Source: an optimization exercise on an open RTL-to-GDS flow (aim: small area). Production flows keep margins and buffers that such runs may drop.
Where RTL was checked, it was by simulation tests only, not by an equivalence proof against the original.
No functional check of the RTL was part of run 4.
Power is estimated from default activity; no workload was simulated.

[flow/run.sh]
#!/bin/bash
# synth_recipe.tcl (not shown) runs the flow's synth.tcl, then flattens the netlist and writes it again
# the make line also repeats each setting of config.mk as NAME=value (left out here)
make -C /OpenROAD-flow-scripts/flow DESIGN_CONFIG=/design/flow/config.mk WORK_HOME=/design/flow/orfs CLKGATE_MAP_FILE= SYNTH_SCRIPT=/design/flow/synth_recipe.tcl finish
[flow/config.mk]
export PLATFORM = sky130hd
export DESIGN_NAME = sxp
export DESIGN_NICKNAME = sxp
export VERILOG_FILES = /design/flow/design.v
export SDC_FILE = /design/flow/constraint.sdc
export NUM_CORES = 4
export LEC_CHECK = 0
export ABC_AREA = 1
export CAP_MARGIN = 20
export CORE_MARGIN = 2
export CORE_UTILIZATION = 70
export CTS_BUF_LIST = sky130_fd_sc_hd__clkbuf_4
export SLEW_MARGIN = 20
[flow/constraint.sdc]
create_clock -name core_clock -period 10.0 [get_ports {clk}]
set_input_delay 2.0000 -clock core_clock [delete_from_list [all_inputs] [get_ports {clk}]]
set_output_delay 2.0000 -clock core_clock [all_outputs]
set_load 0.01 [all_outputs]
[flow/design.v]
`default_nettype none
package sxp_pkg;
  typedef logic [32-1:0] data_t;      
  typedef logic [32-1:0] inst_t;      
  typedef logic [4-1:0]   rf_addr_t;   
  typedef logic [16-1:0]  imm_t;       
  typedef logic [3:0]             cvnz_t;      
  typedef enum logic [1:0] {
    DEST_REG   = 2'b00,
    DEST_JUMP  = 2'b01,
    DEST_STORE = 2'b10,
    DEST_NONE  = 2'b11    
  } dest_cfg_e;
  typedef enum logic [2:0] {
    SRC_RR = 3'b000,   
    SRC_RI = 3'b001,   
    SRC_PR = 3'b010,   
    SRC_PI = 3'b011    
  } src_cfg_e;
  typedef enum logic [2:0] {
    ALU_ADD, ALU_SUB, ALU_AND, ALU_OR, ALU_XOR, ALU_SHL, ALU_SHR, ALU_PASSB
  } alu_op_e;
  typedef enum logic [3:0] {
    WB_RESULT = 4'b0000,
    WB_Z      = 4'b0100,
    WB_N      = 4'b0101,
    WB_V      = 4'b0110,
    WB_C      = 4'b0111
  } wb_cfg_e;
endpackage
`default_nettype wire
`default_nettype none
module sxp
(
  input  wire        clk,
  input  wire        reset_b,
  input  wire [31:0] mem_inst,
  output wire [31:0] mem_pc,
  output wire        spw_we,
  output wire [31:0] spw_addr,
  output wire [31:0] spw_data
);
  reg  [4:0] cnt;       
  reg        clr;       
  reg        pend;      
  wire [2:0] ph = cnt[2:0];
  wire       p0 = (cnt[4:3] == 2'd0);
  wire       p1 = (cnt[4:3] == 2'd1);
  wire       p2 = (cnt[4:3] == 2'd2);
  wire       p3 = (cnt[4:3] == 2'd3);
  wire [1:0] dest    = mem_inst[31:30];
  wire       src_pc  = mem_inst[28];      
  wire       src_imm = mem_inst[27];      
  wire [2:0] op      = mem_inst[26:24];
  wire [3:0] wb      = mem_inst[23:20];
  wire [3:0] rd      = mem_inst[19:16];
  wire [3:0] ra      = mem_inst[15:12];
  wire [3:0] rb      = mem_inst[11:8];
  wire       vld     = ~mem_inst[29] & ~clr;
  wire       wb_flag = (wb[3:2] == 2'b01);
  wire       is_reg  = vld & (dest == 2'b00);
  wire       is_jmp  = vld & (dest == 2'b01);
  wire       is_st   = vld & (dest == 2'b10);
  wire       sub     = (op == 3'd1);
  wire       addsub  = (op[2:1] == 2'b00);
  wire       shl     = (op == 3'd5);
  reg  [31:0] pc;
  reg  [31:0] sa;       
  reg  [31:0] sd;       
  reg  [4:0]  s;        
  reg  [3:0]  prev;     
  reg         ac;       
  reg         pcc;      
  reg         zacc;     
  reg         f;        
  reg         tk;       
  wire [3:0]  raddr = p1 ? (src_imm ? rd : ra) : rb;
  wire [63:0] heads;
  wire [3:0]  rport = heads[4*raddr +: 4];
  wire        wclr  = clr & p3;
  wire        wen   = is_reg & (p2 | (p3 & (ph == 3'd0) & wb_flag));
  wire [3:0]  v;
  wire [3:0]  wdata = wclr ? 4'd0 : (p2 ? v : {3'b000, f});
  genvar g;
  generate
    for (g = 0; g < 16; g = g + 1)
    begin : rf
      reg  [31:0] q;
      wire        we = wclr | (wen & (rd == g));
      always @(posedge clk)
        q <= {(we ? wdata : q[3:0]), q[31:4]};
      assign heads[4*g +: 4] = q[3:0];
    end
  endgenerate
  wire [3:0] imm_dig = ph[2] ? 4'd0 : mem_inst[4*ph[1:0] +: 4];
  wire [3:0] b_t     = src_imm ? imm_dig : rport;
  wire [2:0] pidx = p1 ? ph : ph + 3'd1;
  wire [3:0] pdig = pc[4*pidx +: 4];
  wire [4:0] pinc = {1'b0, pdig} + {4'd0, ((pidx == 3'd0) | pcc)};
  wire [3:0] a_t  = src_pc ? pinc[3:0] : rport;
  wire [2:0] d  = s[4:2];
  wire [1:0] r  = s[1:0];
  wire [2:0] j  = shl ? (3'd0 - d) : (d + 3'd1);      
  wire [3:0] tapv = (j == 3'd0) ? a_t : sa[4*j +: 4];
  wire [3:0] ph_d = {1'b0, ph} + {1'b0, d};
  wire       tvld = shl ? (p1 & (ph >= d))
                        : ((p1 & (ph == 3'd7)) | (p2 & (ph_d <= 4'd6)));
  wire [3:0] newd = tapv & {4{tvld}};
  wire [7:0] win  = {newd, prev};
  wire [2:0] fo   = shl ? (3'd4 - {1'b0, r}) : {1'b0, r};
  wire [7:0] wsh  = win >> fo;
  wire [3:0] ysh  = wsh[3:0];
  wire [3:0] a2  = sa[3:0];
  wire [3:0] bx  = b_t ^ {4{sub}};
  wire       aci = (ph == 3'd0) ? sub : ac;
  wire [4:0] sum = {1'b0, a2} + {1'b0, bx} + {4'd0, aci};
  reg  [3:0] y;
  always @(*)
  begin
    case (op)
      3'd0, 3'd1: y = sum[3:0];
      3'd2:       y = a2 & b_t;
      3'd3:       y = a2 | b_t;
      3'd4:       y = a2 ^ b_t;
      3'd5:       y = sd[3:0];
      3'd6:       y = ysh;
      default:    y = b_t;
    endcase
  end
  assign v = wb_flag ? 4'd0 : y;
  wire zrun = ((ph == 3'd0) | zacc) & (y == 4'd0);
  wire fz   = zrun;
  wire fn   = y[3];
  wire fv   = addsub & (a2[3] == bx[3]) & (sum[3] != a2[3]);
  wire fc   = addsub & sum[4];
  reg  fsel;
  always @(*)
  begin
    case (wb[1:0])
      2'd0:    fsel = fz;
      2'd1:    fsel = fn;
      2'd2:    fsel = fv;
      default: fsel = fc;
    endcase
  end
  wire take_c = is_jmp & ((mem_inst[0] & ~src_imm) ? (s[0] ^ mem_inst[1]) : 1'b1);
  wire last2  = (cnt == 5'd23);
  wire take   = last2 ? take_c : tk;
  wire [3:0] tgt  = (last2 & wb_flag) ? {3'b000, fsel} : sd[7:4];
  wire [3:0] pnew = clr ? 4'd0 : (take ? tgt : pinc[3:0]);
  wire [3:0] sa_in = p1 ? a_t : (p2 ? b_t : sa[3:0]);
  wire [3:0] sd_in = (p1 & shl) ? ysh :
                     p2 ? v :
                     (p3 & (ph == 3'd0) & wb_flag) ? {3'b000, f} : sd[3:0];
  always @(posedge clk)
  begin
    sa   <= {sa_in, sa[31:4]};
    sd   <= {sd_in, sd[31:4]};
    prev <= newd;
    ac   <= sum[4];
    pcc  <= pinc[4];
    zacc <= zrun;
    f    <= fsel;
    if (last2)
      tk <= take_c;
    if (cnt == 5'd0)
      s[3:0] <= b_t;
    if (cnt == 5'd1)
      s[4] <= b_t[0];
  end
  genvar k;
  generate
    for (k = 0; k < 8; k = k + 1)
    begin : pcd
      always @(posedge clk)
        if (cnt == 5'd23 + k)
          pc[4*k +: 4] <= pnew;
    end
  endgenerate
  always @(posedge clk or negedge reset_b)
  begin
    if (!reset_b)
    begin
      cnt  <= 5'd23;
      clr  <= 1'b1;
      pend <= 1'b0;
    end
    else
    begin
      cnt <= cnt + 5'd1;
      if (cnt == 5'd31)
        clr <= 1'b0;
      if (cnt == 5'd24)
        pend <= is_st;
    end
  end
  assign mem_pc   = pc;
  assign spw_we   = pend & (cnt == 5'd0);
  assign spw_addr = sa;
  assign spw_data = sd;
endmodule
`default_nettype wire
==> results of run 1 <==
## synthesized netlist by cell type, drive strengths merged (4+ instances only)
master / instances / share of area
nor3: 14 / 0.0040
dfstp: 5 / 0.0075
a21oi: 27 / 0.0077
nand2: 331 / 0.076
a31oi: 5 / 0.0021
nand3: 149 / 0.046
edfxtp: 37 / 0.063
clkbuf: 5 / 0.0011
nor2: 53 / 0.012
xnor2: 4 / 0.0020
dfxtp: 585 / 0.66
buf: 22 / 0.011
inv: 101 / 0.022
ha: 28 / 0.020
o21ai: 105 / 0.036
o211ai: 5 / 0.0021
xor2: 5 / 0.0025
## area by class of cell
cell class,count,area [sq um]
multi-input combinational,764,4030
clock inverter,34,206
clock buffer,196,1470
sequential,629,13000
timing repair buffer,132,1320
antenna,6,15.0
inverter,103,389
fill,1247,4120
tap,330,413
## critical path, cell delays in order
cell,delay [ns]
clkdlybuf4s50_1,0.52
inv_1,0.19
nand2_1,0.15
nand3_2,0.15
nand2_2,0.53
nand2_1,0.15
nand3_1,0.13
nand3_1,0.09
nand3_1,0.16
nand2_1,0.08
nand2_1,0.06
nand2_1,0.13
xor2_1,0.19
fa_1,0.45
fa_1,0.39
or2_2,0.28
a32o_1,0.22
a2111oi_0,0.28
nand2_1,0.14
nand2_1,0.08
nand2_1,0.08
nor2_1,0.14
nand3_1,0.11
nand4_1,0.09
nand2_1,0.08
inv_1,0.19
## through the flow
stage	power, mW	cell area (sq um)
floorplan	2.79	17600
global placement	2.91	19200
detailed placement	2.92	19200
CTS	4.80	20800
global route	4.94	20800
finish	4.78	20800
## state kept, by name, indices dropped and copies added (netlist names)
register and count:
f 1, pend 1, prev 4, pc 32, rf.q 512, sd 32, pcc 1, cnt 5
sa 32, s 5, tk 1, zacc 1, clr 1, ac 1
## routing by layer
layer  share of wire  GRT usage  vias up
met5               0          0        -
met4           0.048      0.178        0
met3           0.081     0.0794      165
met2            0.49      0.564      748
met1            0.38      0.416     5714
li1                -          -     5523
## placed cells by master (no fill, tap or decap), types with 22 or more instances in the layout
master and count:
dfxtp_1 585, nand2_1 311, clkbuf_4 196, nand3_1 136
clkdlybuf4s50_1 130, inv_1 92, o21ai_0 57, nor2_1 51
edfxtp_1 37, ha_1 28, a21oi_1 27, o21ai_1 24
o21ai_2 22
## power by group
group	switching, mW	total (mW)	internal (mW)
clock network	0.974	1.91	0.938
logic	0.136	0.235	0.0988
registers	0.0395	2.63	2.59
## logic make-up (layout without fill, tap and decap cells)
group | Yosys count | after routing | synth area share
flip-flops | 629 | 629 | 0.738
buffers and inverters | 130 | 465 | 0.0336
XOR/XNOR | 9 | 9 | 0.00447
AO/OA/AOI/OAI | 163 | 163 | 0.0581
adder cells (fa/ha/maj) | 31 | 31 | 0.0233
AND/OR/NAND/NOR | 561 | 561 | 0.143
other | 0 | 6 | 0
## how the worst max path moves through the flow
stage	start	to	slack, ns	depth (start not counted)
5_1_grt	mem_inst[27]	pc[0]	3.10	26
6_report	mem_inst[27]	pc[0]	3.52	26
2_1_floorplan	mem_inst[27]	pc[0]	4.37	25
3_3_place_gp	mem_inst[27]	pc[16]	3.10	26
3_5_place_dp	mem_inst[27]	pc[28]	2.91	26
4_1_cts	mem_inst[27]	pc[0]	3.66	26
==> results_dict.tcl, run 1 <==
set metrics [dict create \
    outcome "timing/DRC/antenna clean" \
    final_net_count 1835 \
    fin_hold_ws_ns 0.302 \
    worst_slack_ns 3.52 \
    synthFlopType "dfxtp_1" \
    clock_path_buffers 3 \
    fin_skew_ns 0.0533 \
    drc 0 \
    drt_pass1_iterations 6 \
    drv_slew 0 \
    root_buffer "clkbuf_4" \
    portBuffers 130 \
    hp-start "rf[9].q[23]" \
    ys_seq_elements 629 \
    tightest_slew_ns 0.776 \
    instances_no_fill 2194 \
    die-area_sq_um 26500 \
    initial_utilization 0.706 \
    reg2reg_to "pc[0]" \
    placed_cells 1958 \
    relSlewSlack 0.479 \
    regToRegStartpoint "cnt[3]" \
    syn_area_sq_um 17600 \
    cts_resized 0 \
    synth-edff-count 37 \
    post-route-period-util 0.648 \
    antenna_found_initial 3 \
    worst_ep_arrival_time_ns 7.09 \
    gp_congestion 1.01 \
    r2r_cells 25 \
    min_period_ns 6.48 \
    critPathLaunchType "input port" \
    rrSetupSlack_ns 4.48 \
    p_leak_nw 8.76 \
    numCtsBuffers 140 \
    max_freq_mhz 154 \
    hold_viol_final 0 \
    hpwlAfterDp_um 28100 \
    die_y_um 163 \
    syn_area_per_cell_sq_um 11.6 \
    async_flop_share 0.0111 \
    min_to "rf[9].q[19]" \
    worstPathRequired_ns 10.61 \
    clock_latency_ns 0.81 \
    routed_wl_um 44500 \
    fp.coreArea_sq_um 25000 \
    num_vias 12200 \
    rsz0062_at_grt "false" \
    maxCapViolCount 0 \
    via_per_inst 5.54 \
    grt_overflow 0 \
    vdd_drop_max_v 0.000233 \
    ctsHtreeMaxLevel 4 \
    cts_hold_buf 0 \
    grt_start_max_net_pins 32 \
    drive_gt1_frac 0.159 \
    whs_path_depth 0 \
    post-cts-setup-buffers 0 \
    clk_pin_slew_ns 0.07 \
    post-route-util 0.835 \
    synth_cell_type_count 53 \
    endpoint_kind "flop" \
    place_ws_ns 2.91 \
    die_w_um 163 \
    setup_viol 0 \
    hold_class "reg2reg" \
    cts_tree "yes" \
    tns_ns 0 \
    p_per_area_nw_per_um2 229 \
    grt_usage 0.340 \
    grt_pass1_vias 12200 \
    antenna_left 0 \
    syn_to_final_growth_pct 18.3 \
    io_pins 131 \
    synth.net_count 1588 \
    drtIter0Drc 1254 \
    critical_path_class "in2reg" \
    synth_cells 1523 \
    yosysSeqAreaShare 0.738 \
    grt_pass1_wl_um 67400 \
    post_drt_wl_per_cell_um 20.3 \
    rows 58 \
    yosys_warnings 1 \
    cts.sinks 629 \
    worstPathMaxFanout 31 \
]
==> inputs of run 2 (changes only) <==
--- a/flow/config.mk
+++ b/flow/config.mk
@@ -6,8 +6,6 @@
 export NUM_CORES = 4
 export LEC_CHECK = 0
-export ABC_AREA = 1
 export CAP_MARGIN = 20
 export CORE_MARGIN = 2
-export CORE_UTILIZATION = 70
-export CTS_BUF_LIST = sky130_fd_sc_hd__clkbuf_4
+export CORE_UTILIZATION = 40
 export SLEW_MARGIN = 20
==> results_dict.tcl, run 2 <==
set metrics [dict create \
    rows 77 \
    clock_path_buffers 3 \
    post_synth_fa_ha_maj_area_fraction 0.0229 \
    place_ws_ns 1.69 \
    swShare 0.210 \
    yosysTopAreaCellShare 0.653 \
    grt_start_max_net_pins 38 \
    synthFlopType "dfxtp_1" \
    rsz0062_at_grt "false" \
    root_buffer "clkbuf_16" \
    p_leak_nw 8.60 \
    post-route-period-util 0.768 \
    routed_wl_um 40100 \
    syn_area_per_cell_sq_um 13.7 \
    portBuffers 130 \
    maxCapViolCount 0 \
    worst_ep_arrival_time_ns 8.19 \
    post-cts-setup-buffers 0 \
    power_frac_clock 0.434 \
    synth_cells 1310 \
    synth-edff-count 37 \
    endpoint_kind "flop" \
    tns_ns 0 \
    antenna_found_initial 0 \
    final_net_count 1527 \
    synth.net_count 1375 \
    drc 0 \
    regMostFlops "rf.q" \
    worstPathRequired_ns 10.51 \
    async_flop_share 0.0111 \
    via_per_inst 4.79 \
    worstPathMaxFanout 17 \
    synth-xor-area-share 0.00922 \
    min_period_ns 7.68 \
    gp_congestion 0.926 \
    die_w_um 216 \
    vdd_drop_max_v 0.000186 \
    fin_skew_ns 0.0321 \
    relSlewSlack 0.225 \
    synth_compound_area_frac 0.0750 \
    fp.coreArea_sq_um 44200 \
    critPathLaunchType "input port" \
    cts_resized 0 \
    worst_slack_ns 2.32 \
    synth.top_cells.by_count "dfxtp_1 (585), nor2_1 (73), nand2_1 (67), mux2_2 (62), mux2i_1 (47)" \
    synth_cell_type_count 82 \
    outcome "timing/DRC/antenna clean" \
    syn_to_final_growth_pct 21.1 \
    grt_pass1_vias 9839 \
    ctsHtreeMaxLevel 2 \
    grt_overflow 0 \
    muxShareOfSynthArea 0.0821 \
    tightest_slew_ns 1.15 \
    post-route-util 0.491 \
    cts_tree "yes" \
    combPwrFrac 0.044 \
    yosys_warnings 1 \
    setup_viol 0 \
    syn_area_sq_um 17900 \
    num_vias 10100 \
    seqPwrFrac 0.522 \
    yosysSeqAreaShare 0.726 \
    die_y_um 216 \
    power_switching_mw 1.05 \
    hpwlAfterDp_um 28600 \
    drive_gt1_frac 0.127 \
    ys_seq_elements 629 \
    synth-simple-area-share 0.0658 \
    synth.most_common_cell "dfxtp_1" \
    antenna_left 0 \
    drv_slew 0 \
    clock_latency_ns 0.61 \
    hold_viol_final 0 \
    p_per_area_nw_per_um2 229 \
    die-area_sq_um 46500 \
    max_freq_mhz 130 \
    clk_pin_slew_ns 0.06 \
    drtIter0Drc 651 \
    numCtsBuffers 57 \
    synth_top_family_by_area "multiplexers" \
    drt_pass1_iterations 5 \
    hold_class "reg2reg" \
    critical_path_class "in2reg" \
    post_drt_wl_per_cell_um 19.1 \
    initial_utilization 0.405 \
    cts_hold_buf 0 \
    cts.sinks 629 \
    io_pins 131 \
    layout_commonest_cell "dfxtp_1" \
    largest_reg_flops 512 \
    internal-power_mw 3.93 \
    netlist_top_cells_area "dfxtp_1 (65%), edfxtp_1 (6.2%), mux2_2 (3.9%), mux2i_1 (2.6%), ha_1 (2.0%)" \
    final_cell_mix "dfxtp_1 (585), clkdlybuf4s50_1 (130), nor2_1 (73), nand2_1 (67), mux2_2 (62)" \
    n_antenna_cell 0 \
    grt_pass1_wl_um 60700 \
    synth_area_leader_cell "dfxtp_1" \
    grt_usage 0.171 \
]
[run 2: worst paths after layout]
path	startpoint	to	slack [ns]	cells after the start
min in group asynchronous	reset_b	cnt[3]	1.71	1
worst min register to register	rf[8].q[26]	rf[8].q[22]	0.32	0
worst max register to register	cnt[3]	sd[30]	3.60	19
worst min-delay path	rf[8].q[26]	rf[8].q[22]	0.32	0
worst max-delay path	mem_inst[27]	sd[30]	2.32	18
max in group asynchronous	reset_b	clr	7.97	1
[run 2: critical path, cell delays in order]
cell and delay, ns:
clkdlybuf4s50_1 0.95, mux2_4 0.43, mux2i_2 0.64, mux2i_1 0.19, o221ai_1 0.25, o22ai_2 0.18
o21ai_0 0.55, xnor2_1 0.17, fa_1 0.46, fa_1 0.43, xnor2_1 0.14, nor2_1 0.08
a31oi_1 0.05, o21ai_0 0.31, o22ai_1 0.21, a211oi_4 0.83, a211oi_1 0.11, a21oi_1 0.18
[run 2: metal layers]
| metal | vias up | share of wire | GRT usage |
|---|---|---|---|
| li1 | 4862 | - | - |
| met1 | 4859 | 0.49 | 0.248 |
| met2 | 278 | 0.43 | 0.257 |
| met3 | 60 | 0.055 | 0.0372 |
| met4 | 0 | 0.023 | 0.0508 |
| met5 | - | 0 | 0 |
[run 2: stage by stage]
stage	instances	hold slack [ns]	total power, mW	cell area, sq um
floorplan	1310	0.310	2.75	17900
global placement	1995	0.310	2.87	19800
detailed placement	1995	0.312	2.87	19800
CTS	2102	0.319	5.03	21700
global route	2102	0.325	5.15	21700
finish	2102	0.316	4.98	21700
[run 2: layout make-up]
class                   instances  area (sq um)
inverters                      32           120
multi-input cells             607          4580
repair buffers                135          1340
flip-flops and latches        629         13000
clock inverters                24           297
fillers                      3792         22500
clock buffers                  83          1620
well taps                     592           741
[run 2: kinds of logic after synthesis]
logic type,Yosys count
AOI/OAI and AO/OA,192
adders and majority gates,31
muxes,124
and+or+nand+nor,245
xor gates and xnor gates,15
buffers and inverters,74
DFF,629
[run 2: power groups by stage]
stage / Sequential, mW / Combinational (mW) / Clock [mW]
2_1_floorplan: 2.65 / 0.0975 / 0
3_3_place_gp: 2.65 / 0.221 / 0
3_5_place_dp: 2.65 / 0.221 / 0
4_1_cts: 2.60 / 0.222 / 2.21
5_1_grt: 2.60 / 0.237 / 2.31
6_report: 2.60 / 0.220 / 2.16
==> inputs of run 3 (changes only) <==
--- a/flow/config.mk
+++ b/flow/config.mk
@@ -6,6 +6,9 @@
 export NUM_CORES = 4
 export LEC_CHECK = 0
+export ABC_AREA = 1
 export CAP_MARGIN = 20
 export CORE_MARGIN = 2
-export CORE_UTILIZATION = 40
+export CORE_UTILIZATION = 60
+export CTS_BUF_LIST = sky130_fd_sc_hd__clkbuf_2
+export CTS_CLUSTER_SIZE = 10
 export SLEW_MARGIN = 20
==> results_dict.tcl, run 3 <==
set metrics [dict create \
    outcome "timing/DRC/antenna clean" \
    synth.net_count 1588 \
    seq_area_sq_um 13000 \
    post-route-period-util 0.626 \
    via_per_inst 4.99 \
    die_y_um 175 \
    grt_pass1_vias 11000 \
    cts_tree "yes" \
    yosysSeqAreaShare 0.738 \
    root_buffer "clkbuf_2" \
    p_leak_nw 8.71 \
    ys_seq_elements 629 \
    grt_usage 0.249 \
    hpwlAfterDp_um 26500 \
    post_drt_wl_per_cell_um 16.7 \
    critPathBufInv 3 \
    synth_cell_type_count 53 \
    async_flop_share 0.0111 \
    worstPathMaxFanout 31 \
    p_per_area_nw_per_um2 213 \
    clk_pin_slew_ns 0.11 \
    vdd_drop_max_v 0.000173 \
    hold_class "reg2reg" \
    maxCapViolCount 0 \
    clock_latency_ns 1.02 \
    largest_reg_flops 512 \
    grt_pass1_wl_um 58700 \
    fp.coreArea_sq_um 28800 \
    regMostFlops "rf.q" \
    antenna_found_initial 1 \
    synth.most_common_cell "dfxtp_1" \
    n_fill_cell 2115 \
    synth-xor-area-share 0.00447 \
    synth_area_leader_cell "dfxtp_1" \
    critPathLaunchType "input port" \
    rows 62 \
    worst_slack_ns 3.74 \
    cts_hold_buf 0 \
    portBuffers 130 \
    min_period_ns 6.26 \
    rsz0062_at_grt "false" \
    synth.top_cells.by_count "dfxtp_1 (585), nand2_1 (311), nand3_1 (136), inv_1 (92), o21ai_0 (57)" \
    final_net_count 1834 \
    layout_commonest_cell "dfxtp_1" \
    yosysTopAreaCellShare 0.664 \
    drv_slew 0 \
    grt_start_max_net_pins 32 \
    endpoint_kind "flop" \
    io_pins 131 \
    drtIter0Drc 920 \
    netlist_top_cells_area "dfxtp_1 (66%), nand2_1 (6.6%), edfxtp_1 (6.3%), nand3_1 (3.9%), ha_1 (2.0%)" \
    gp_congestion 0.941 \
    antenna_left 0 \
    yosys_warnings 1 \
    crit_family "simple AND/OR/NAND/NOR gates" \
    cp_slowest_stage_delay_ns 0.53 \
    num_vias 11200 \
    die-area_sq_um 30800 \
    muxShareOfSynthArea 0 \
    post_synth_fa_ha_maj_area_fraction 0.0233 \
    tightest_slew_ns 0.919 \
    drt_pass1_iterations 5 \
    multi_input_area_sq_um 4030 \
    clock_path_buffers 3 \
    hold_viol_final 0 \
    synth-simple-area-share 0.143 \
    cts.sinks 629 \
    grt_overflow 0 \
    max_freq_mhz 160 \
    syn_to_final_growth_pct 16.2 \
    critical_path_class "in2reg" \
    tns_ns 0 \
    syn_area_per_cell_sq_um 11.6 \
    cts_resized 0 \
    worstPathRequired_ns 10.78 \
    worst_ep_arrival_time_ns 7.04 \
    drc 0 \
    post-cts-setup-buffers 0 \
    slowest_stage "clkdlybuf4s50_1" \
    synthFlopType "dfxtp_1" \
    syn_area_sq_um 17600 \
    ctsHtreeMaxLevel 4 \
    fin_skew_ns 0.0889 \
    path_common_cell "nand2_1" \
    synth_cells 1523 \
    place_ws_ns 2.87 \
    synth_top_family_by_area "simple AND/OR/NAND/NOR gates" \
    setup_viol 0 \
    routed_wl_um 37700 \
    final_cell_mix "dfxtp_1 (585), nand2_1 (311), clkbuf_2 (203), nand3_1 (136), clkdlybuf4s50_1 (130)" \
    synth_compound_area_frac 0.0581 \
    relSlewSlack 0.383 \
    initial_utilization 0.613 \
    numCtsBuffers 139 \
    synth-edff-count 37 \
    drive_gt1_frac 0.162 \
    die_w_um 175 \
]
-- run 3: final timing paths --
path | startpoint | end | slack [ns] | cells after the start
max | mem_inst[27] | pc[12] | 3.74 | 26
max in group asynchronous | reset_b | cnt[4] | 8.35 | 1
min | rf[7].q[28] | rf[7].q[24] | 0.27 | 0
min reg2reg | rf[7].q[28] | rf[7].q[24] | 0.27 | 0
min in group asynchronous | reset_b | pend | 1.27 | 1
max reg2reg | cnt[3] | pc[12] | 4.49 | 25
-- run 3: logic make-up after synthesis --
kind of cell	count (synthesis)
and+or+nand+nor	561
adders and majority gates	31
DFF	629
xor gates and xnor gates	9
AOI/OAI and AO/OA	163
buffers and inverters	130
-- run 3: area by class of cell --
| type | instances | share of cell area |
|---|---|---|
| sequential | 629 | 0.635 |
| multi-input combinational | 764 | 0.197 |
| timing repair buffer | 132 | 0.0643 |
| clock buffer | 203 | 0.0496 |
| tap | 384 | 0.0235 |
| inverter | 103 | 0.0190 |
| clock inverter | 37 | 0.0118 |
| antenna | 2 | 0.000244 |
-- run 3: worst register-to-register path, cell delays in order, from the launching register on --
cell and delay (ns):
dfrtp_1 0.61, inv_2 0.11, nor2_4 0.35, nand3_2 0.25
nand2_2 0.50, nand2_1 0.13, nand3_1 0.12, nand3_1 0.08
nand3_1 0.16, nand2_1 0.07, nand2_1 0.06, nand2_1 0.14
xor2_1 0.19, fa_1 0.45, fa_1 0.40, or2_2 0.28
a32o_1 0.21, a2111oi_0 0.28, nand2_1 0.15, nand2_1 0.08
nand2_1 0.08, nor2_1 0.13, nand3_1 0.10, nand4_1 0.09
nand2_1 0.10, inv_1 0.17
-- run 3: through the flow --
stage / hold WS, ns / total power [mW] / std cells / util / cell area [sq um]
after global routing: 0.264 / 4.57 / 2254 / 0.712 / 20500
after CTS: 0.246 / 4.42 / 2252 / 0.712 / 20500
after floorplan: 0.310 / 2.79 / 1523 / - / 17600
after detailed placement: 0.312 / 2.92 / 2012 / 0.668 / 19200
after global placement: 0.310 / 2.91 / 2012 / 0.668 / 19200
final: 0.266 / 4.36 / 2254 / 0.712 / 20500
-- run 3: per-layer routing --
| metal | GRT usage | wire length, um | share of wire |
|---|---|---|---|
| met2 | 0.391 | 17200 | 0.46 |
| met1 | 0.334 | 17000 | 0.45 |
| met4 | 0.100 | 1080 | 0.029 |
| met5 | 0 | 0 | 0 |
| met3 | 0.0639 | 2510 | 0.067 |
-- run 3: power breakdown --
part | internal (mW) | switching, mW
logic | 0.0988 | 0.132
registers | 2.59 | 0.0362
clock network | 0.567 | 0.931
==> inputs of run 4 (changes only) <==
--- a/flow/design.v
+++ b/flow/design.v
@@ -43,5 +43,4 @@
   reg  [4:0] cnt;       
   reg        clr;       
-  reg        pend;      
   wire [2:0] ph = cnt[2:0];
   wire       p0 = (cnt[4:3] == 2'd0);
@@ -72,6 +71,6 @@
   reg         ac;       
   reg         pcc;      
+  reg         ncc;      
   reg         zacc;     
-  reg         f;        
   reg         tk;       
   wire [3:0]  raddr = p1 ? (src_imm ? rd : ra) : rb;
@@ -81,5 +80,5 @@
   wire        wen   = is_reg & (p2 | (p3 & (ph == 3'd0) & wb_flag));
   wire [3:0]  v;
-  wire [3:0]  wdata = wclr ? 4'd0 : (p2 ? v : {3'b000, f});
+  wire [3:0]  wdata = wclr ? 4'd0 : (p2 ? v : sd[3:0]);
   genvar g;
   generate
@@ -95,8 +94,9 @@
   wire [3:0] imm_dig = ph[2] ? 4'd0 : mem_inst[4*ph[1:0] +: 4];
   wire [3:0] b_t     = src_imm ? imm_dig : rport;
-  wire [2:0] pidx = p1 ? ph : ph + 3'd1;
-  wire [3:0] pdig = pc[4*pidx +: 4];
-  wire [4:0] pinc = {1'b0, pdig} + {4'd0, ((pidx == 3'd0) | pcc)};
-  wire [3:0] a_t  = src_pc ? pinc[3:0] : rport;
+  wire       last2 = (cnt == 5'd23);
+  wire       pshift = (cnt >= 5'd23) & (cnt <= 5'd30);
+  wire [4:0] pinc = {1'b0, pc[3:0]} + {4'd0, (last2 | pcc)};
+  wire [4:0] ninc = {1'b0, pc[31:28]} + {4'd0, ((cnt == 5'd24) | ncc)};
+  wire [3:0] a_t  = src_pc ? sa[3:0] : rport;
   wire [2:0] d  = s[4:2];
   wire [1:0] r  = s[1:0];
@@ -145,21 +145,20 @@
   end
   wire take_c = is_jmp & ((mem_inst[0] & ~src_imm) ? (s[0] ^ mem_inst[1]) : 1'b1);
-  wire last2  = (cnt == 5'd23);
   wire take   = last2 ? take_c : tk;
   wire [3:0] tgt  = (last2 & wb_flag) ? {3'b000, fsel} : sd[7:4];
   wire [3:0] pnew = clr ? 4'd0 : (take ? tgt : pinc[3:0]);
-  wire [3:0] sa_in = p1 ? a_t : (p2 ? b_t : sa[3:0]);
-  wire [3:0] sd_in = (p1 & shl) ? ysh :
-                     p2 ? v :
-                     (p3 & (ph == 3'd0) & wb_flag) ? {3'b000, f} : sd[3:0];
+  wire [3:0] sa_in = p1 ? a_t : (p2 ? b_t : (p3 ? ninc[3:0] : sa[3:0]));
+  wire [3:0] sd_in = (p1 & shl) ? ysh : (p2 ? v : sd[3:0]);
   always @(posedge clk)
   begin
     sa   <= {sa_in, sa[31:4]};
-    sd   <= {sd_in, sd[31:4]};
+    sd   <= {sd_in, sd[31:5], ((last2 & wb_flag) ? fsel : sd[4])};
+    if (pshift)
+      pc <= {pnew, pc[31:4]};
     prev <= newd;
     ac   <= sum[4];
     pcc  <= pinc[4];
+    ncc  <= ninc[4];
     zacc <= zrun;
-    f    <= fsel;
     if (last2)
       tk <= take_c;
@@ -169,13 +168,4 @@
       s[4] <= b_t[0];
   end
-  genvar k;
-  generate
-    for (k = 0; k < 8; k = k + 1)
-    begin : pcd
-      always @(posedge clk)
-        if (cnt == 5'd23 + k)
-          pc[4*k +: 4] <= pnew;
-    end
-  endgenerate
   always @(posedge clk or negedge reset_b)
   begin
@@ -184,5 +174,4 @@
       cnt  <= 5'd23;
       clr  <= 1'b1;
-      pend <= 1'b0;
     end
     else
@@ -191,10 +180,8 @@
       if (cnt == 5'd31)
         clr <= 1'b0;
-      if (cnt == 5'd24)
-        pend <= is_st;
     end
   end
   assign mem_pc   = pc;
-  assign spw_we   = pend & (cnt == 5'd0);
+  assign spw_we   = is_st & (cnt == 5'd24);
   assign spw_addr = sa;
   assign spw_data = sd;
==> flow/flow/run.sh (new file) <==
#!/bin/bash
# Standard layout, with the port buffers made of the smallest buffer cell.
cp standard.sh standard_sh_copy.log
export BUFFER_PORTS_ARGS="-buffer_cell sky130_fd_sc_hd__buf_1"
bash standard.sh > standard.log 2>&1
==> flow/standard.sh (new file) <==
#!/bin/bash
# synth_recipe.tcl (not shown) runs the flow's synth.tcl, then flattens the netlist and writes it again
# the make line also repeats each setting of config.mk as NAME=value (left out here)
make -C /OpenROAD-flow-scripts/flow DESIGN_CONFIG=/design/flow/config.mk WORK_HOME=/design/flow/orfs CLKGATE_MAP_FILE= SYNTH_SCRIPT=/design/flow/synth_recipe.tcl "${@:-finish}"
--- a/flow/config.mk
+++ b/flow/config.mk
@@ -9,6 +9,7 @@
 export CAP_MARGIN = 20
 export CORE_MARGIN = 2
-export CORE_UTILIZATION = 60
-export CTS_BUF_LIST = sky130_fd_sc_hd__clkbuf_2
-export CTS_CLUSTER_SIZE = 10
+export CORE_UTILIZATION = 70
+export CTS_BUF_LIST = sky130_fd_sc_hd__clkbuf_8
+export CTS_CLUSTER_DIAMETER = 40
+export CTS_CLUSTER_SIZE = 18
 export SLEW_MARGIN = 20
removed: flow/run.sh
==> results_dict.tcl, run 4 <==
set metrics [dict create \
    routed_wl_um 39200 \
    critical_path_class "in2reg" \
    syn_area_per_cell_sq_um 11.9 \
    drtIter0Drc 1188 \
    cp_slowest_stage_delay_ns 0.91 \
    num_vias 10600 \
    cts.sinks 628 \
    rows 57 \
    drc 0 \
    die-area_sq_um 25800 \
    fin_hold_ws_ns 0.305 \
    die_w_um 161 \
    vdd_drop_max_v 0.000174 \
    via_per_inst 5.49 \
    worstPathMaxFanout 16 \
    regMostFlops "rf.q" \
    antenna_left 0 \
    largest_reg_flops 512 \
    worstPathRequired_ns 10.54 \
    fin_area_sq_um 18700 \
    portBuffers 130 \
    cts_hold_buf 0 \
    synth.top_cells.by_count "dfxtp_1 (585), nand2_1 (285), nand3_1 (117), inv_1 (87), o21ai_0 (48)" \
    layout_commonest_cell "dfxtp_1" \
    critPathLaunchType "input port" \
    relSlewSlack 0.224 \
    dpl_cell_area_sq_um 17900 \
    instances_no_fill 1938 \
    final_net_count 1660 \
    placed_cells 1869 \
    clock_latency_ns 0.63 \
    root_buffer "clkbuf_8" \
    slowest_stage "nor2b_1" \
    worst_ep_arrival_time_ns 6.73 \
    synth_cell_type_count 47 \
    rsz0062_at_grt "false" \
    yosysSeqAreaShare 0.756 \
    synth.most_common_cell "dfxtp_1" \
    place_ws_ns 3.40 \
    synthFlopType "dfxtp_1" \
    numCtsBuffers 46 \
    worst_slack_ns 3.81 \
    yosysTopAreaCellShare 0.682 \
    grt_overflow 0 \
    async_flop_share 0.00955 \
    synth_cells 1437 \
    outcome "timing/DRC/antenna clean" \
    endpoint_kind "flop" \
    hold_viol_final 0 \
    yosys_warnings 1 \
    grt_usage 0.308 \
    drive_gt1_frac 0.0831 \
    tightest_slew_ns 1.16 \
    synth_area_leader_cell "dfxtp_1" \
    io_pins 131 \
    post-route-period-util 0.619 \
    clk_pin_slew_ns 0.12 \
    maxCapViolCount 0 \
    clock_path_buffers 3 \
    min_period_ns 6.19 \
    hpwlAfterDp_um 26200 \
    grt_pass1_wl_um 60300 \
    drv_slew 0 \
    antenna_found_initial 2 \
    grt_pass1_vias 10500 \
    drt_pass1_iterations 5 \
    cts_tree "yes" \
    p_leak_nw 7.62 \
    final_cell_mix "dfxtp_1 (585), nand2_1 (285), buf_1 (130), nand3_1 (117), inv_1 (94)" \
    netlist_top_cells_area "dfxtp_1 (68%), edfxtp_1 (6.5%), nand2_1 (6.2%), nand3_1 (3.4%), ha_1 (2.2%)" \
    ys_seq_elements 628 \
    grt_start_max_net_pins 33 \
    gp_congestion 0.931 \
    max_freq_mhz 161 \
    synth.net_count 1504 \
    cts_resized 0 \
    hold_class "reg2reg" \
    initial_utilization 0.710 \
    tns_ns 0 \
    die_y_um 161 \
    synth-edff-count 37 \
    p_per_area_nw_per_um2 216 \
    syn_to_final_growth_pct 9.15 \
    fin_skew_ns 0.0538 \
    path_common_cell "nand2_1" \
    ctsHtreeMaxLevel 2 \
    fp.coreArea_sq_um 24200 \
    syn_area_sq_um 17200 \
    post-cts-setup-buffers 0 \
    setup_viol 0 \
    post_drt_wl_per_cell_um 20.2 \
]
[run 4: cell count changes in the layout (fill, tap and decap cells not counted), moves of 14 or more]
cell,delta
o21ai_1,+14
clkbuf_2,-203
clkbuf_8,+50
nand2_1,-26
clkdlybuf4s50_1,-130
a21oi_1,-14
nand3_1,-19
buf_1,+130
clkinv_1,-22
[run 4: critical path, delay by kind of cell]
family,cells,cell delay [ns]
AND/OR/NAND/NOR,15,2.64
XOR/XNOR,1,0.12
AO/OA/AOI/OAI,5,0.75
adder cells (fa/ha/maj),2,0.83
buffers and inverters,2,0.36
[run 4: cell type report]
type	count	area, sq um
fill	1400	5430
clock inverter	18	121
antenna	1	2.50
inverter	94	353
timing repair buffer	132	503
multi-input combinational	691	3690
clock buffer	50	688
sequential	628	13000
tap	324	405
[run 4: where the power goes]
| group | internal [mW] | switching [mW] | total, mW |
|---|---|---|---|
| combinational | 0.0563 | 0.145 | 0.201 |
| sequential | 2.57 | 0.0341 | 2.60 |
| clock | 0.473 | 0.776 | 1.25 |
| total | 3.10 | 0.955 | 4.05 |
[run 4: per-layer routing]
metal	up-vias	track usage	share of wire
li1	4976	-	-
met1	4997	0.403	0.42
met2	529	0.506	0.47
met3	145	0.0540	0.071
met4	0	0.141	0.047
met5	-	0	0
[run 4: cells by family (layout without fill, tap and decap cells)]
logic type	after synthesis	after routing	synth area share
simple gates	489	489	0.126
buf+inv	118	294	0.0299
flops	628	628	0.756
xor+xnor	10	10	0.00510
fa+ha+maj	33	33	0.0254
other cells	0	1	0
compound gates	159	159	0.0581
[run 4: stage by stage]
| step | power, mW | utilization |
|---|---|---|
| 2_1_floorplan | 2.77 | - |
| 3_3_place_gp | 2.85 | 0.742 |
| 3_5_place_dp | 2.85 | 0.742 |
| 4_1_cts | 4.06 | 0.775 |
| 5_1_grt | 4.17 | 0.775 |
| 6_report | 4.05 | 0.775 |
[run 4: path summary, 6_finish.rpt]
kind | start | end | slack (ns) | cells past startpoint
hold / removal | rf[7].q[16] | rf[7].q[12] | 0.30 | 0
hold reg to reg | rf[7].q[16] | rf[7].q[12] | 0.30 | 0
min in group asynchronous | reset_b | cnt[3] | 1.30 | 1
setup reg to reg | cnt[3] | rf[7].q[30] | 4.77 | 24
setup / recovery | mem_inst[27] | rf[7].q[30] | 3.81 | 25
max in group asynchronous | reset_b | cnt[2] | 8.32 | 1
==> inputs of run 5 (changes only) <==
--- a/flow/design.v
+++ b/flow/design.v
@@ -71,5 +71,4 @@
   reg         ac;       
   reg         pcc;      
-  reg         ncc;      
   reg         zacc;     
   reg         tk;       
@@ -97,22 +96,34 @@
   wire       pshift = (cnt >= 5'd23) & (cnt <= 5'd30);
   wire [4:0] pinc = {1'b0, pc[3:0]} + {4'd0, (last2 | pcc)};
-  wire [4:0] ninc = {1'b0, pc[31:28]} + {4'd0, ((cnt == 5'd24) | ncc)};
-  wire [3:0] a_t  = src_pc ? sa[3:0] : rport;
-  wire [2:0] d  = s[4:2];
-  wire [1:0] r  = s[1:0];
-  wire [2:0] j  = shl ? (3'd0 - d) : (d + 3'd1);      
-  wire [3:0] tapv = (j == 3'd0) ? a_t : sa[4*j +: 4];
-  wire [3:0] ph_d = {1'b0, ph} + {1'b0, d};
-  wire       tvld = shl ? (p1 & (ph >= d))
-                        : ((p1 & (ph == 3'd7)) | (p2 & (ph_d <= 4'd6)));
+  wire [3:0] a_t;       
+  wire [2:0] dd   = s[4:2] ^ {3{shl}};
+  wire [1:0] rr   = s[1:0] ^ {2{shl}};
+  reg  [3:0] tapv;
+  always @(*)
+  begin
+    case (dd)
+      3'd0:    tapv = sa[7:4];
+      3'd1:    tapv = sa[11:8];
+      3'd2:    tapv = sa[15:12];
+      3'd3:    tapv = sa[19:16];
+      3'd4:    tapv = sa[23:20];
+      3'd5:    tapv = sa[27:24];
+      3'd6:    tapv = sa[31:28];
+      default: tapv = a_t;
+    endcase
+  end
+  wire [3:0] ph_d = {1'b0, ph} + {1'b0, dd};
+  wire       ge7  = (ph_d >= 4'd7);
+  wire       tvld = shl ? (p1 & ge7) : ((p1 & (ph == 3'd7)) | (p2 & ~ge7));
   wire [3:0] newd = tapv & {4{tvld}};
   wire [7:0] win  = {newd, prev};
-  wire [2:0] fo   = shl ? (3'd4 - {1'b0, r}) : {1'b0, r};
-  wire [7:0] wsh  = win >> fo;
+  wire [6:0] win1 = shl ? win[7:1] : win[6:0];
+  wire [6:0] wsh  = win1 >> rr;
   wire [3:0] ysh  = wsh[3:0];
   wire [3:0] a2  = sa[3:0];
-  wire [3:0] bx  = b_t ^ {4{sub}};
-  wire       aci = (ph == 3'd0) ? sub : ac;
+  wire [3:0] bx  = p1 ? 4'd0 : (b_t ^ {4{sub}});
+  wire       aci = (ph == 3'd0) ? (sub | p1) : ac;
   wire [4:0] sum = {1'b0, a2} + {1'b0, bx} + {4'd0, aci};
+  assign a_t = src_pc ? sum[3:0] : rport;
   reg  [3:0] y;
   always @(*)
@@ -148,5 +159,5 @@
   wire [3:0] tgt  = (last2 & wb_flag) ? {3'b000, fsel} : sd[7:4];
   wire [3:0] pnew = clr ? 4'd0 : (take ? tgt : pinc[3:0]);
-  wire [3:0] sa_in = p1 ? a_t : (p2 ? b_t : (p3 ? ninc[3:0] : sa[3:0]));
+  wire [3:0] sa_in = p1 ? a_t : (p2 ? b_t : (p3 ? pc[31:28] : sa[3:0]));
   wire [3:0] sd_in = (p1 & shl) ? ysh : (p2 ? v : sd[3:0]);
   always @(posedge clk)
@@ -159,5 +170,4 @@
     ac   <= sum[4];
     pcc  <= pinc[4];
-    ncc  <= ninc[4];
     zacc <= zrun;
     if (last2)
==> results_dict.tcl, run 5 <==
set metrics [dict create \
    outcome "timing/DRC/antenna clean" \
    path_common_cell "nand2_1" \
    synth.most_common_cell "dfxtp_1" \
    vdd_drop_max_v 0.000211 \
    grt_overflow 0 \
    clock_path_buffers 3 \
    final_net_count 1617 \
    die_w_um 160 \
    n_fill_cell 1433 \
    worst_ep_arrival_time_ns 7.27 \
    grt_start_max_net_pins 33 \
    worstPathRequired_ns 10.50 \
    largest_reg_flops 512 \
    syn_area_sq_um 17000 \
    grt_pass1_wl_um 56800 \
    numCtsBuffers 48 \
    cts_resized 0 \
    root_buffer "clkbuf_8" \
    worstPathMaxFanout 31 \
    n_antenna_cell 0 \
    ys_seq_elements 627 \
    p_leak_nw 7.59 \
    use_met3 0.0444 \
    fin_skew_ns 0.0382 \
    cts.sinks 627 \
    gp_congestion 0.983 \
    final_cell_mix "dfxtp_1 (584), nand2_1 (280), buf_1 (130), nand3_1 (111), inv_1 (81)" \
    min_period_ns 6.77 \
    post-route-period-util 0.677 \
    portBuffers 130 \
    yosysSeqAreaShare 0.762 \
    multi_input_area_sq_um 3580 \
    critPathLaunchType "input port" \
    tightest_slew_ns 1.06 \
    antenna_found_initial 1 \
    drc 0 \
    rsz0062_at_grt "false" \
    regMostFlops "rf.q" \
    cts_hold_buf 0 \
    grt_use_met1 0.406 \
    p_per_area_nw_per_um2 223 \
    die-area_sq_um 25600 \
    critical_path_class "in2reg" \
    io_pins 131 \
    synth-edff-count 37 \
    grt_use_met2 0.475 \
    max_freq_mhz 148 \
    post-cts-setup-buffers 0 \
    synth_area_leader_cell "dfxtp_1" \
    syn_to_final_growth_pct 10.3 \
    tns_ns 0 \
    layout_commonest_cell "dfxtp_1" \
    ctsHtreeMaxLevel 2 \
    drv_slew 0 \
    hold_viol_final 0 \
    setup_viol 0 \
    synthFlopType "dfxtp_1" \
    yosysTopAreaCellShare 0.688 \
    clock_latency_ns 0.61 \
    cp_slowest_stage_delay_ns 0.50 \
    maxCapViolCount 0 \
    grt_usage 0.294 \
    yosys_warnings 1 \
    slowest_stage "nand2_2" \
    synth_cell_type_count 55 \
    num_vias 10400 \
    drtIter0Drc 1156 \
    relSlewSlack 0.291 \
    place_ws_ns 2.87 \
    endpoint_kind "flop" \
    worst_slack_ns 3.23 \
    drt_pass1_iterations 6 \
    busiest_layer "met2" \
    synth.net_count 1456 \
    synth_cells 1397 \
    routed_wl_um 37500 \
    die_y_um 160 \
    netlist_top_cells_area "dfxtp_1 (69%), edfxtp_1 (6.5%), nand2_1 (6.2%), nand3_1 (3.3%), inv_1 (1.7%)" \
    initial_utilization 0.705 \
    synth.top_cells.by_count "dfxtp_1 (584), nand2_1 (280), nand3_1 (111), inv_1 (77), o21ai_0 (54)" \
    drive_gt1_frac 0.0917 \
    syn_area_per_cell_sq_um 12.2 \
    clk_pin_slew_ns 0.10 \
    antenna_left 0 \
    post_drt_wl_per_cell_um 19.7 \
    async_flop_share 0.00957 \
    cts_tree "yes" \
    grt_pass1_vias 10100 \
    fp.coreArea_sq_um 24100 \
    hpwlAfterDp_um 26500 \
    hold_class "reg2reg" \
    via_per_inst 5.44 \
    rows 57 \
    seq_area_sq_um 13000 \
]
## run 5: cell types whose count changed after synthesis, sizes merged, moves of 4 or more
cell,delta
ha,-8
inv,-7
nand2,-5
o21ai,-14
nand3,-13
a21oi,+4
nand4,+6
## run 5: final cells by class
cell class | instances | share of cell area
clock buffers | 53 | 0.0389
clock inverters | 21 | 0.0135
inverters | 88 | 0.0178
multi-input cells | 663 | 0.191
flip-flops and latches | 627 | 0.691
well taps | 324 | 0.0216
repair buffers | 130 | 0.0260
## run 5: kinds of logic after synthesis
| family | share of synthesized area |
|---|---|
| AOI/OAI and AO/OA | 0.0532 |
| xor gates and xnor gates | 0.0105 |
| adders and majority gates | 0.0197 |
| buffers and inverters | 0.0280 |
| DFF | 0.762 |
| and+or+nand+nor | 0.126 |
## run 5: per-layer routing
layer,wire (um),share of wire
met5,13,0.00035
met2,17200,0.46
met3,2780,0.074
met1,15900,0.42
met4,1610,0.043
## run 5: metrics by stage
stage                     instance area [sq um]  total power [mW]  hold WS [ns]  utilization  cells
after floorplan                           17000              2.78         0.310            -   1397
after global placement                    17800              2.86         0.309        0.737   1832
after detailed placement                  17800              2.87         0.312        0.737   1832
after global routing                      18700              4.31         0.320        0.778   1906
after CTS                                 18700              4.20         0.311        0.778   1906
final                                     18700              4.18         0.309        0.778   1906
## run 5: path summary, 6_finish.rpt
path,from,end,slack (ns),cells after the start
worst max-delay path,mem_inst[27],rf[10].q[31],3.23,31
worst min-delay path,rf[4].q[10],rf[4].q[6],0.31,0
worst max register to register,cnt[3],rf[10].q[31],4.12,30
worst min register to register,rf[4].q[10],rf[4].q[6],0.31,0
max in group asynchronous,reset_b,cnt[2],8.26,1
min in group asynchronous,reset_b,cnt[3],1.33,1
## run 5: critical path: cells and delay by family
family,cells,cell delay [ns]
AO/OA/AOI/OAI,2,0.52
adder cells (fa/ha/maj),2,0.83
buffers and inverters,5,0.83
AND/OR/NAND/NOR,22,3.07
## run 5: power breakdown
| part | internal [mW] | total [mW] | switching (mW) |
|---|---|---|---|
| sequential | 2.56 | 2.59 | 0.0310 |
| combinational | 0.0616 | 0.221 | 0.159 |
| clock | 0.568 | 1.37 | 0.800 |
==> inputs of run 6 (changes only) <==
==> flow/flow/run.sh (replaced) <==
#!/bin/bash
# Standard layout with two changes: the port buffers are the smallest buffer
# cell, and every combinational cell of the synthesized netlist starts at its
# smallest drive strength (downsize.tcl, run at the end of the synthesis step).
set -e
cp standard.sh standard_sh_copy.log
export BUFFER_PORTS_ARGS="-buffer_cell sky130_fd_sc_hd__buf_1"
export POST_SYNTH_TCL=$PWD/flow/downsize.tcl
bash standard.sh > standard.log 2>&1
==> flow/flow/downsize.tcl (new file) <==
# Swap every combinational cell of the synthesized netlist to the smallest
# drive strength of its kind; the placement and CTS repair steps that follow
# size up whatever needs it.
set block [ord::get_db_block]
set db [ord::get_db]
set dont_use [split [string trim $::env(DONT_USE_CELLS)]]
set swapped 0
foreach inst [$block getInsts] {
  set master [$inst getMaster]
  set name [$master getName]
  if { ![regexp {^(sky130_fd_sc_hd__[a-z0-9]+(?:_[a-z0-9]+)*?)_([0-9]+)$} $name -> base size] } {
    continue
  }
  if { [regexp {__(df|edf|sdf|dl|sedf|conb|tap|fill|decap|diode)} $base] } {
    continue
  }
  set best $master
  set best_w [$master getWidth]
  foreach size {0 1 2 4} {
    set cand [$db findMaster ${base}_$size]
    if { $cand eq "NULL" || $cand eq "" } { continue }
    if { [lsearch -exact $dont_use ${base}_$size] >= 0 } { continue }
    set w [$cand getWidth]
    if { $w < $best_w || ($w == $best_w && $size == 1 && [$best getName] ne ${base}_1 && $best ne $master) } {
      set best $cand
      set best_w $w
    }
  }
  if { $best ne $master } {
    $inst swapMaster $best
    incr swapped
  }
}
puts "downsize: swapped $swapped instances"
==> results_dict.tcl, run 6 <==
set metrics [dict create \
    stop_stage "1_synth" \
    outcome "stopped before the end" \
    error_line "Error: synth_odb.tcl, 7 invalid character \"_\"" \
    yosys_warnings 1 \
]
==> inputs of run 7 (changes only) <==
--- a/flow/flow/downsize.tcl
+++ b/flow/flow/downsize.tcl
@@ -17,10 +17,10 @@
   set best $master
   set best_w [$master getWidth]
-  foreach size {0 1 2 4} {
+  foreach size {1 0 2 4} {
     set cand [$db findMaster ${base}_$size]
     if { $cand eq "NULL" || $cand eq "" } { continue }
     if { [lsearch -exact $dont_use ${base}_$size] >= 0 } { continue }
     set w [$cand getWidth]
-    if { $w < $best_w || ($w == $best_w && $size == 1 && [$best getName] ne ${base}_1 && $best ne $master) } {
+    if { $w < $best_w } {
       set best $cand
       set best_w $w
==> results_dict.tcl, run 7 <==
set metrics [dict create \
    routed_wl_um 37800 \
    n_fill_cell 1343 \
    num_vias 10500 \
    fp.coreArea_sq_um 23400 \
    min_period_ns 7.39 \
    outcome "timing/DRC/antenna clean" \
    initial_utilization 0.710 \
    grt_pass1_vias 10100 \
    max_freq_mhz 135 \
    worstPathRequired_ns 10.47 \
    die-area_sq_um 25000 \
    synth_cells 1397 \
    tightest_slew_ns 1.04 \
    p_per_area_nw_per_um2 226 \
    grt_usage 0.303 \
    syn_area_sq_um 16600 \
    fin_hold_ws_ns 0.316 \
    critical_path_class "in2reg" \
    fin_skew_ns 0.0245 \
    total_power_mw 4.17 \
    post-cts-setup-buffers 0 \
    numCtsBuffers 50 \
    grt_pass1_wl_um 56400 \
    relSlewSlack 0.306 \
    p_leak_nw 7.49 \
    yosys_warnings 1 \
    cp_slowest_stage_delay_ns 0.81 \
    n_antenna_cell 0 \
    rsz0062_at_grt "false" \
    synth.net_count 1456 \
    largest_reg_flops 512 \
    syn_to_final_growth_pct 11.0 \
    post-route-util 0.788 \
    drtIter0Drc 1166 \
    post-route-period-util 0.739 \
    die_w_um 158 \
    ctsHtreeMaxLevel 2 \
    fin_area_sq_um 18400 \
    path_common_cell "nand2_1" \
    clock_path_buffers 3 \
    use_met3 0.0487 \
    rows 56 \
    cts_resized 0 \
    die_y_um 158 \
    drt_pass1_iterations 6 \
    hold_viol_final 0 \
    endpoint_kind "flop" \
    antenna_found_initial 1 \
    final_net_count 1621 \
    seq_area_sq_um 13000 \
    grt_start_max_net_pins 33 \
    slowest_stage "nand2_1" \
    tns_ns 0 \
    clock_latency_ns 0.60 \
    maxCapViolCount 0 \
    clk_pin_slew_ns 0.11 \
    drive_gt1_frac 0.0579 \
    drc 0 \
    vdd_drop_max_v 0.000211 \
    gp_congestion 0.931 \
    regMostFlops "rf.q" \
    grt_use_met2 0.510 \
    critPathLaunchType "input port" \
    portBuffers 130 \
    final_cell_mix "dfxtp_1 (584), nand2_1 (291), buf_1 (130), nand3_1 (117), inv_1 (87)" \
    grt_overflow 0 \
    multi_input_area_sq_um 3260 \
    dpl_cell_area_sq_um 17500 \
    setup_viol 0 \
    drv_slew 0 \
    worst_ep_arrival_time_ns 7.86 \
    root_buffer "clkbuf_8" \
    via_per_inst 5.48 \
    io_pins 131 \
    antenna_left 0 \
    grt_use_met1 0.395 \
    busiest_layer "met2" \
    layout_commonest_cell "dfxtp_1" \
    hold_class "reg2reg" \
    cts_tree "yes" \
    hpwlAfterDp_um 25900 \
    post_drt_wl_per_cell_um 19.8 \
    syn_area_per_cell_sq_um 11.9 \
    cts_hold_buf 0 \
    worstPathMaxFanout 31 \
    cts.sinks 627 \
]
[run 7: through the flow]
stage,setup WS [ns],instances
after floorplan,3.75,1397
after global placement,2.65,1829
after detailed placement,2.28,1829
after CTS,2.80,1909
after global routing,2.08,1909
final,2.61,1909
[run 7: worst max-delay path, delay by kind of cell]
| family | cells | cell delay [ns] |
|---|---|---|
| compound gates | 2 | 0.68 |
| simple gates | 22 | 3.55 |
| fa+ha+maj | 2 | 0.85 |
| buf+inv | 5 | 0.73 |
[run 7: report_power, final]
group          switching [mW]  total [mW]  leakage, nW  internal [mW]
logic                   0.148       0.206         1.85         0.0587
registers              0.0314        2.60         5.12           2.56
clock network           0.834        1.37        0.511          0.533
total                    1.01        4.17         7.49           3.15
[run 7: routing by layer]
layer  vias up  routed length (um)
met5         -                   0
met4         0                1630
met3       128                2640
met2       582               17600
met1      4893               15900
li1       4856                   -
[run 7: path summary, 6_finish.rpt]
check                        startpoint  depth (start not counted)  slack [ns]            to
max in group asynchronous       reset_b                          1        8.26        cnt[2]
min in group asynchronous       reset_b                          1        1.37        cnt[3]
hold / removal              rf[3].q[13]                          0        0.32    rf[3].q[9]
setup reg to reg                 cnt[3]                         30        3.51  rf[15].q[31]
hold reg to reg             rf[3].q[13]                          0        0.32    rf[3].q[9]
setup / recovery           mem_inst[27]                         31        2.61  rf[15].q[31]
[run 7: cell type report]
type                       instances  area share
tap                              319      0.0217
multi-input combinational        663       0.177
clock inverter                    30      0.0158
inverter                          88      0.0179
clock buffer                      50      0.0373
sequential                       627       0.703
timing repair buffer             132      0.0273
==> inputs of run 8 (changes only) <==
--- a/flow/design.v
+++ b/flow/design.v
@@ -75,9 +75,11 @@
   wire [3:0]  raddr = p1 ? (src_imm ? rd : ra) : rb;
   wire [63:0] heads;
-  wire [3:0]  rport = heads[4*raddr +: 4];
+  wire       pol   = cnt[3];                
+  wire [3:0]  rport = heads[4*raddr +: 4] ^ {4{pol}};
   wire        wclr  = clr & p3;
   wire        wen   = is_reg & (p2 | (p3 & (ph == 3'd0) & wb_flag));
   wire [3:0]  v;
   wire [3:0]  wdata = wclr ? 4'd0 : (p2 ? v : sd[3:0]);
+  wire [3:0]  wx    = wdata ^ {4{pol}};
   genvar g;
   generate
@@ -87,5 +89,5 @@
       wire        we = wclr | (wen & (rd == g));
       always @(posedge clk)
-        q <= {(we ? wdata : q[3:0]), q[31:4]};
+        q <= {~(we ? wx : q[3:0]), q[31:4]};
       assign heads[4*g +: 4] = q[3:0];
     end
==> flow/flow/run.sh (replaced) <==
#!/bin/bash
# Standard layout with two changes: the port buffers are the smallest buffer
# cell, and the synthesized logic is re-mapped for area and started at the
# smallest drive strengths (post_synth.tcl, run at the end of the synthesis
# step); CTS adds no dummy loads. Each tool's output goes to standard.log.
set -e
cp standard.sh standard_sh_copy.log
export BUFFER_PORTS_ARGS="-buffer_cell sky130_fd_sc_hd__buf_1"
export POST_SYNTH_TCL=$PWD/flow/post_synth.tcl
export CTS_ARGS="-sink_clustering_enable -repair_clock_nets -sink_clustering_size 15 -sink_clustering_max_diameter 35 -buf_list sky130_fd_sc_hd__clkbuf_8 -dont_use_dummy_load"
bash standard.sh > standard.log 2>&1
==> flow/flow/filter_lib.py (new file) <==
#!/usr/bin/env python3
"""Copy a liberty file without the cells named on the command line
(fnmatch patterns), so that restructure cannot pick a don't-use cell."""
import fnmatch
import re
import sys

src, dst = sys.argv[1], sys.argv[2]
pats = sys.argv[3:]
out = []
skip = 0
depth = 0
dropped = 0
with open(src) as f:
    for line in f:
        if skip:
            depth += line.count('{') - line.count('}')
            if depth <= 0:
                skip = 0
            continue
        m = re.match(r'\s*cell\s*\(\s*"?([\w]+)"?\s*\)', line)
        if m and any(fnmatch.fnmatch(m.group(1), p) for p in pats):
            depth = line.count('{') - line.count('}')
            skip = 1 if depth > 0 else 0
            dropped += 1
            continue
        out.append(line)
with open(dst, 'w') as f:
    f.writelines(out)
print(f"filter_lib: dropped {dropped} cells")
==> flow/flow/post_synth.tcl (new file) <==
# Run at the end of the synthesis step (POST_SYNTH_TCL): re-map the
# combinational logic between the registers for area with OpenROAD's
# restructure (ABC), then start every combinational cell at its smallest
# drive strength; the later repair steps size up what needs it.
set flow_dir [file dirname [info script]]
set rmp_dir [file join $::env(OBJECTS_DIR) rmp]
file mkdir $rmp_dir
set lib [file join $rmp_dir lib_no_dont_use.lib]
exec python3 [file join $flow_dir filter_lib.py] [lindex $::env(LIB_FILES) 0] $lib \
  {*}[split [string trim $::env(DONT_USE_CELLS)]] >@ stdout
source [file join $flow_dir downsize.tcl]
restructure -target area -liberty_file $lib \
  -tielo_port sky130_fd_sc_hd__conb_1/LO -tiehi_port sky130_fd_sc_hd__conb_1/HI \
  -work_dir $rmp_dir -abc_logfile [file join $rmp_dir abc.log]
source [file join $flow_dir downsize.tcl]

# nothing the platform marks don't-use may be left
foreach inst [[ord::get_db_block] getInsts] {
  set m [[$inst getMaster] getName]
  if { [lsearch -exact [split [string trim $::env(DONT_USE_CELLS)]] $m] >= 0 } {
    error "post_synth: don't-use cell $m left on [$inst getName]"
  }
}
--- a/flow/config.mk
+++ b/flow/config.mk
@@ -9,7 +9,8 @@
 export CAP_MARGIN = 20
 export CORE_MARGIN = 2
-export CORE_UTILIZATION = 70
+export CORE_UTILIZATION = 75
 export CTS_BUF_LIST = sky130_fd_sc_hd__clkbuf_8
-export CTS_CLUSTER_DIAMETER = 40
-export CTS_CLUSTER_SIZE = 18
+export CTS_CLUSTER_DIAMETER = 35
+export CTS_CLUSTER_SIZE = 15
+export SETUP_SLACK_MARGIN = 0.7
 export SLEW_MARGIN = 20
==> results_dict.tcl, run 8 <==
set metrics [dict create \
    endpoint_kind "flop" \
    tns_ns 0 \
    rows 52 \
    syn_area_per_cell_sq_um 14.3 \
    critPathBufInv 7 \
    busiest_layer "met2" \
    antenna_left 0 \
    die_w_um 149 \
    maxCapViolCount 0 \
    drc 0 \
    drt_pass1_iterations 8 \
    syn_area_sq_um 15700 \
    outcome "timing/DRC/antenna clean" \
    worst_slack_ns 0.704 \
    num_vias 10500 \
    critical_path_class "in2reg" \
    layout_commonest_cell "dfxtp_1" \
    hpwlAfterDp_um 28200 \
    cts.sinks 627 \
    drtIter0Drc 1413 \
    instances_no_fill 1568 \
    relSlewSlack 0.245 \
    path_common_cell "o22ai_1" \
    total_power_mw 4.10 \
    fp.coreArea_sq_um 20400 \
    drv_slew 0 \
    worst_ep_arrival_time_ns 9.72 \
    min_period_ns 9.30 \
    cts_tree "yes" \
    grt_use_met1 0.482 \
    final_cell_mix "dfxtp_1 (584), o22ai_1 (131), buf_1 (129), clkinv_1 (71), clkbuf_8 (54)" \
    final_net_count 1333 \
    whs_path_depth 0 \
    clock_path_buffers 3 \
    post-cts-setup-buffers 0 \
    gp_congestion 0.998 \
    clock_latency_ns 0.65 \
    worstPathRequired_ns 10.43 \
    cts_hold_buf 0 \
    slowest_stage "o22ai_1" \
    antenna_found_initial 2 \
    io_pins 131 \
    regMostFlops "rf.q" \
    grt_pass1_vias 10400 \
    hold_class "reg2reg" \
    portBuffers 130 \
    cp_slowest_stage_delay_ns 0.52 \
    synth_cells 1100 \
    post-route-util 0.854 \
    syn_to_final_growth_pct 10.9 \
    clk_pin_slew_ns 0.10 \
    max_freq_mhz 108 \
    ctsHtreeMaxLevel 2 \
    worstPathMaxFanout 17 \
    crit_family "compound AO/OA/AOI/OAI gates" \
    setup_viol 0 \
    tightest_slew_ns 1.12 \
    post-route-period-util 0.930 \
    root_buffer "clkbuf_8" \
    grt_use_met2 0.663 \
    p_per_area_nw_per_um2 235 \
    grt_usage 0.407 \
    place_ws_ns 0.649 \
    via_per_inst 6.70 \
    synth.net_count 1134 \
    fin_hold_ws_ns 0.291 \
    routed_wl_um 45700 \
    fin_area_sq_um 17400 \
    numCtsBuffers 54 \
    cp_num_cells 34 \
    hold_viol_final 0 \
    initial_utilization 0.770 \
    vdd_drop_max_v 0.000204 \
    fin_skew_ns 0.103 \
    critPathLaunchType "input port" \
    grt_overflow 0 \
    rsz0062_at_grt "false" \
    yosys_warnings 1 \
    grt_start_max_net_pins 33 \
    p_leak_nw 6.51 \
    dpl_cell_area_sq_um 16700 \
    post_drt_wl_per_cell_um 29.2 \
    r2r_cells 35 \
    largest_reg_flops 512 \
    use_met3 0.116 \
    drive_gt1_frac 0.0640 \
    placed_cells 1513 \
    die-area_sq_um 22100 \
    die_y_um 149 \
    grt_pass1_wl_um 65300 \
]
## run 8: cell type report
class / instances / area (sq um)
Multi-Input combinational cell: 398 / 2510
Tap cell: 270 / 338
Inverter: 75 / 293
Fill cell: 846 / 2990
Antenna cell: 1 / 2.50
Clock buffer: 54 / 743
Timing Repair Buffer: 143 / 587
Sequential cell: 627 / 13000
## run 8: timing repair
item,CTS,global route
endpoints found under the hold margin,0,0
setup endpoints to repair,0,51
resized for setup,0,9
## run 8: routing by layer
metal	part of all wire	up-vias
met2	0.46	1011
li1	-	4312
met5	0	-
met3	0.12	306
met1	0.34	4879
met4	0.084	0
## run 8: worst register-to-register path, delay by kind of cell, from the launching register on
kind                      cells  cell delay [ns]
AOI/OAI and AO/OA            19             4.41
buffers and inverters         8             2.49
and+or+nand+nor               7             1.31
DFF                           1             0.34
xor gates and xnor gates      1             0.27
## run 8: worst paths after layout
path	start	to	slack, ns
setup reg to reg	cnt[3]	rf[1].q[31]	0.99
max in group asynchronous	reset_b	cnt[0]	8.27
hold / removal	rf[3].q[5]	rf[3].q[1]	0.29
min in group asynchronous	reset_b	cnt[3]	1.34
setup / recovery	mem_inst[27]	rf[1].q[31]	0.70
hold reg to reg	rf[3].q[5]	rf[3].q[1]	0.29
## run 8: report_power, final
part           total [mW]  internal [mW]  switching, mW
clock                1.25          0.481          0.765
sequential           2.62           2.57         0.0415
combinational       0.234         0.0682          0.166

## separate check: timing with driven ports
No port has a modelled driver above. Below, the same layouts with a new extraction and two added sets of constraints.
Step 1, drivers: a clkbuf_16 drives clk and a buf_2 each remaining input, both assumed.
Step 2 adds t to the input delays and takes it off the output delays; t is the mean of the earliest and latest rising clock arrival at the registers after step 1. Input paths then give back, and output paths get back, about the clock's delay inside the block.
Slacks: ideal ports / drivers / drivers and shift; pairs: ideal ports / drivers.
| run | t, ns | setup WS [ns] | pins driven straight from the clock port |
|---|---|---|---|
| run 1 | 0.832 | 3.515 / 3.461 / 2.629 | 1 |
| run 2 | 0.649 | 2.321 / 2.318 / 1.668 | 1 |
| run 3 | 1.017 | 3.735 / 3.691 / 2.674 | 1 |
| run 4 | 0.647 | 3.806 / 3.800 / 3.153 | 1 |
| run 5 | 0.633 | 3.231 / 3.194 / 2.561 | 1 |
| run 7 | 0.632 | 2.614 / 2.615 / 1.983 | 1 |
| run 8 | 0.641 | 0.704 / 0.661 / 0.019 | 1 |
After both steps setup and hold are still met in every run listed. For run 3, which loses most, drivers alone change the setup slack by -0.044 ns; drivers and shift together by -1.061 ns.
